What follows belongs to an exercise in optimizing a design on an open flow for small area and a short achievable clock period; a production flow would make more cautious choices.
The RTL was checked by simulation tests, not by an equivalence proof against the original design.
Power and IR drop assume default switching activity.

==> flow/design.v <==
`default_nettype none
module neander_mem_resp #(
    parameter int WAIT_CYCLES = 1,
    parameter int DATA_W      = 8
) (
    input  logic              clock,
    input  logic              RESET,
    input  logic [7:0]        endM,
    input  logic [DATA_W-1:0] dataIN,
    input  logic              read,
    input  logic              write,
    output logic [DATA_W-1:0] dataOUT,
    output logic              ready,
    input  logic              ld_we,
    input  logic [7:0]        ld_addr,
    input  logic [DATA_W-1:0] ld_data,
    output logic [DATA_W-1:0] io_out,
    output logic              ld_rdy
);
    localparam int NWORDS = 255;
    localparam int NGRP   = 8;            
    logic              r_idle, r_s1, r_s2, r_s3;
    logic [15:0]       r_hi;              
    logic [15:0]       r_lo [2];          
    logic              r_iohit;           
    logic [DATA_W-1:0] r_data;
    logic              r_op_wr;
    logic              r_ldrdy;           
    logic [15:0]       r_whi_n;           
    logic [15:0]       r_wlo_n;           
    logic [DATA_W-1:0] r_dout;
    logic [DATA_W-1:0] r_rd [NGRP];
    logic [DATA_W-1:0] r_io;
    logic [DATA_W-1:0] r_mem [NWORDS];
    logic              w_accept;
    logic              w_io_hit;
    logic [7:0]        w_addr;
    logic              w_ld_take;
    logic              w_cpu_wr;
    logic [DATA_W-1:0] w_row [16];
    logic [DATA_W-1:0] w_grp [NGRP];
    logic [DATA_W-1:0] w_rd_word;
    assign w_accept = r_idle && !ld_we && (read || write);
    assign w_io_hit = r_iohit;
    assign w_addr   = ld_we ? ld_addr : endM;
    assign w_ld_take = r_idle && ld_we;
    assign w_cpu_wr  = r_s2 && r_op_wr;
    always_comb begin
        for (int g = 0; g < NGRP; g++) begin
            w_grp[g] = '0;
            for (int h = 2 * g; h < 2 * g + 2; h++) begin
                w_row[h] = '0;
                for (int i = 0; i < 16; i++) begin
                    if (16 * h + i < NWORDS) begin
                        w_row[h] = w_row[h] | ({DATA_W{r_lo[h / 8][i]}} & r_mem[16 * h + i]);
                    end
                end
                w_grp[g] = w_grp[g] | ({DATA_W{r_hi[h]}} & w_row[h]);
            end
        end
    end
    always_comb begin
        w_rd_word = '0;
        for (int g = 0; g < NGRP; g++) begin
            w_rd_word = w_rd_word | r_rd[g];
        end
    end
    always_ff @(posedge clock) begin
        for (int w = 0; w < NWORDS; w++) begin
            if (!(r_whi_n[w / 16] || r_wlo_n[w % 16])) begin
                r_mem[w] <= r_data;
            end
        end
    end
    always_ff @(posedge clock) begin
        if (r_idle) begin
            r_data  <= ld_we ? ld_data : dataIN;
            r_op_wr <= write;
        end
    end
    always_ff @(posedge clock) begin
        for (int g = 0; g < NGRP; g++) begin
            r_rd[g] <= w_grp[g];
        end
    end
    always_ff @(posedge clock) begin
        if (RESET) begin
            r_idle    <= 1'b1;
            r_s1      <= 1'b0;
            r_s2      <= 1'b0;
            r_s3      <= 1'b0;
            r_ldrdy   <= 1'b1;
            r_whi_n   <= '1;
            r_wlo_n   <= '1;
            r_hi      <= '0;
            r_lo[0]   <= '0;
            r_lo[1]   <= '0;
            r_iohit   <= 1'b0;
            r_dout    <= '0;
            r_io      <= '0;
        end else begin
            r_idle    <= (r_idle && !w_accept) || r_s3;
            r_s1      <= w_accept;
            r_s2      <= r_s1;
            r_s3      <= r_s2;
            r_ldrdy   <= !(w_accept || r_s1 || r_s2);
            for (int i = 0; i < 16; i++) begin
                r_whi_n[i] <= !((w_ld_take && (ld_addr[7:4] == 4'(i))) || (w_cpu_wr && r_hi[i]));
                r_wlo_n[i] <= !((w_ld_take && (ld_addr[3:0] == 4'(i))) ||
                                (w_cpu_wr && (r_lo[0][i] || r_lo[1][i])));
            end
            if (r_idle) begin
                for (int i = 0; i < 16; i++) begin
                    r_hi[i]    <= (w_addr[7:4] == 4'(i));
                    r_lo[0][i] <= !w_addr[7] && (w_addr[3:0] == 4'(i));
                    r_lo[1][i] <=  w_addr[7] && (w_addr[3:0] == 4'(i));
                end
                r_iohit <= (w_addr == 8'hFF);
            end
            if (r_s2) begin
                if (!r_op_wr) begin
                    r_dout <= w_io_hit ? r_io : w_rd_word;
                end else if (w_io_hit) begin
                    r_io <= r_data;
                end
            end
        end
    end
    assign dataOUT = r_dout;
    assign ready   = r_s3;
    assign ld_rdy  = r_ldrdy;
    assign io_out  = r_io;
endmodule
`default_nettype wire
==> flow/config.mk <==
export PLATFORM = sky130hd
export DESIGN_NAME = neander_mem_resp
export DESIGN_NICKNAME = neander_mem_resp
export VERILOG_FILES = /design/flow/design.v
export SDC_FILE = /design/flow/constraint.sdc
export NUM_CORES = 4
export LEC_CHECK = 0
export ABC_CLOCK_PERIOD_IN_PS = 1800
export CAP_MARGIN = 20
export CORE_MARGIN = 2
export CORE_UTILIZATION = 60
export CTS_CLUSTER_DIAMETER = 100
export CTS_CLUSTER_SIZE = 24
export SETUP_SLACK_MARGIN = 2.2
export SLEW_MARGIN = 20
==> flow/constraint.sdc <==
create_clock -name core_clock -period 4.4 [get_ports {clock}]
set_input_delay 0.8800 -clock core_clock [delete_from_list [all_inputs] [get_ports {clock}]]
set_output_delay 0.8800 -clock core_clock [all_outputs]
set_load 0.01 [all_outputs]
standard.sh (not shown) runs the stock make flow with config.mk's settings and CLKGATE_MAP_FILE= SYNTH_SCRIPT=/design/flow/synth_recipe.tcl, a recipe that flattens the netlist after the stock synthesis.
==> flow/flow/run.sh <==
#!/bin/bash
# The standard layout, with one change: the port buffers that buffer_ports
# inserts on every input and output are buf_4 cells rather than the delay-cell
# buffers it picks by default. Everything else (synthesis, floorplan, power
# grid, placement, CTS, routing) is standard.sh unchanged.
set -euo pipefail
export BUFFER_PORTS_ARGS="-buffer_cell sky130_fd_sc_hd__buf_4"
bash standard.sh finish > standard_finish.log 2>&1
Next try:
--- a/flow/design.v
+++ b/flow/design.v
@@ -15,13 +15,14 @@
     input  logic [7:0]        ld_addr,
     input  logic [DATA_W-1:0] ld_data,
     output logic [DATA_W-1:0] io_out,
     output logic              ld_rdy
 );
     localparam int NWORDS = 255;
-    localparam int NGRP   = 8;            
+    localparam int NGRP   = 16;           
+    localparam int GW     = 256 / NGRP;   
     logic              r_idle, r_s1, r_s2, r_s3;
     logic [15:0]       r_hi;              
     logic [15:0]       r_lo [2];          
     logic              r_iohit;           
     logic [DATA_W-1:0] r_data;
     logic              r_op_wr;
@@ -34,38 +35,35 @@
     logic [DATA_W-1:0] r_mem [NWORDS];
     logic              w_accept;
     logic              w_io_hit;
     logic [7:0]        w_addr;
     logic              w_ld_take;
     logic              w_cpu_wr;
-    logic [DATA_W-1:0] w_row [16];
     logic [DATA_W-1:0] w_grp [NGRP];
     logic [DATA_W-1:0] w_rd_word;
     assign w_accept = r_idle && !ld_we && (read || write);
     assign w_io_hit = r_iohit;
     assign w_addr   = ld_we ? ld_addr : endM;
     assign w_ld_take = r_idle && ld_we;
     assign w_cpu_wr  = r_s2 && r_op_wr;
     always_comb begin
         for (int g = 0; g < NGRP; g++) begin
             w_grp[g] = '0;
-            for (int h = 2 * g; h < 2 * g + 2; h++) begin
-                w_row[h] = '0;
-                for (int i = 0; i < 16; i++) begin
-                    if (16 * h + i < NWORDS) begin
-                        w_row[h] = w_row[h] | ({DATA_W{r_lo[h / 8][i]}} & r_mem[16 * h + i]);
-                    end
+            for (int i = 0; i < GW; i++) begin
+                if (g * GW + i < NWORDS) begin
+                    w_grp[g] = w_grp[g] | ({DATA_W{r_lo[g / 8][i]}} & r_mem[g * GW + i]);
                 end
-                w_grp[g] = w_grp[g] | ({DATA_W{r_hi[h]}} & w_row[h]);
             end
         end
     end
     always_comb begin
         w_rd_word = '0;
         for (int g = 0; g < NGRP; g++) begin
-            w_rd_word = w_rd_word | r_rd[g];
+            if (r_hi[g * (16 / NGRP) +: (16 / NGRP)] != '0) begin
+                w_rd_word = w_rd_word | r_rd[g];
+            end
         end
     end
     always_ff @(posedge clock) begin
         for (int w = 0; w < NWORDS; w++) begin
             if (!(r_whi_n[w / 16] || r_wlo_n[w % 16])) begin
                 r_mem[w] <= r_data;
Cell count came out higher by 0.90%.
Clock skew went up by 0.017 ns.
Total power is higher by 2.4%.
Count of clock-buffer cells in the layout went up by 5.
Clock power barely changes.
Wire length drops by 2.5%.
Setup slack improves by 0.045 ns.
Global-route usage came out lower by 0.44 points.
Synthesized area goes up by 1.1%.
Design area goes up by 0.98%.
Sequential cell count increases by 64.
Register-to-register slack improved by 0.04 ns.
Combinational power shrinks by about 6%.

-- port drivers added, routing unchanged --
How much do the figures lean on ideal ports? The routed layouts below were timed once more, with nothing changed but the port constraints. Step 1 (the two cells are an assumption about what drives the block):
set clk [get_ports {clock}]
set_driving_cell -lib_cell sky130_fd_sc_hd__clkbuf_16 $clk
set_driving_cell -lib_cell sky130_fd_sc_hd__buf_2 [delete_from_list [all_inputs] $clk]
Step 2 also shifts input and output timing later by t, the mid clock arrival at the registers, as if the neighbouring blocks saw the same clock. a / b / c = ideal ports / drivers / drivers and shift; a / b = the first two.
| run | t (ns) | setup WS [ns] | worst register clock-pin slew, ns | cell pins on the clock port's net |
|---|---|---|---|---|
| the first run | 0.839 | 2.147 / 2.142 / 1.497 | 0.10 / 0.10 | 1 |
| the second run | 0.841 | 2.191 / 2.141 / 1.889 | 0.11 / 0.11 | 1 |
After both steps setup and hold are still met in every run listed. For the first run, which loses most, drivers alone change the setup slack by -0.005 ns; drivers and shift together by -0.650 ns.
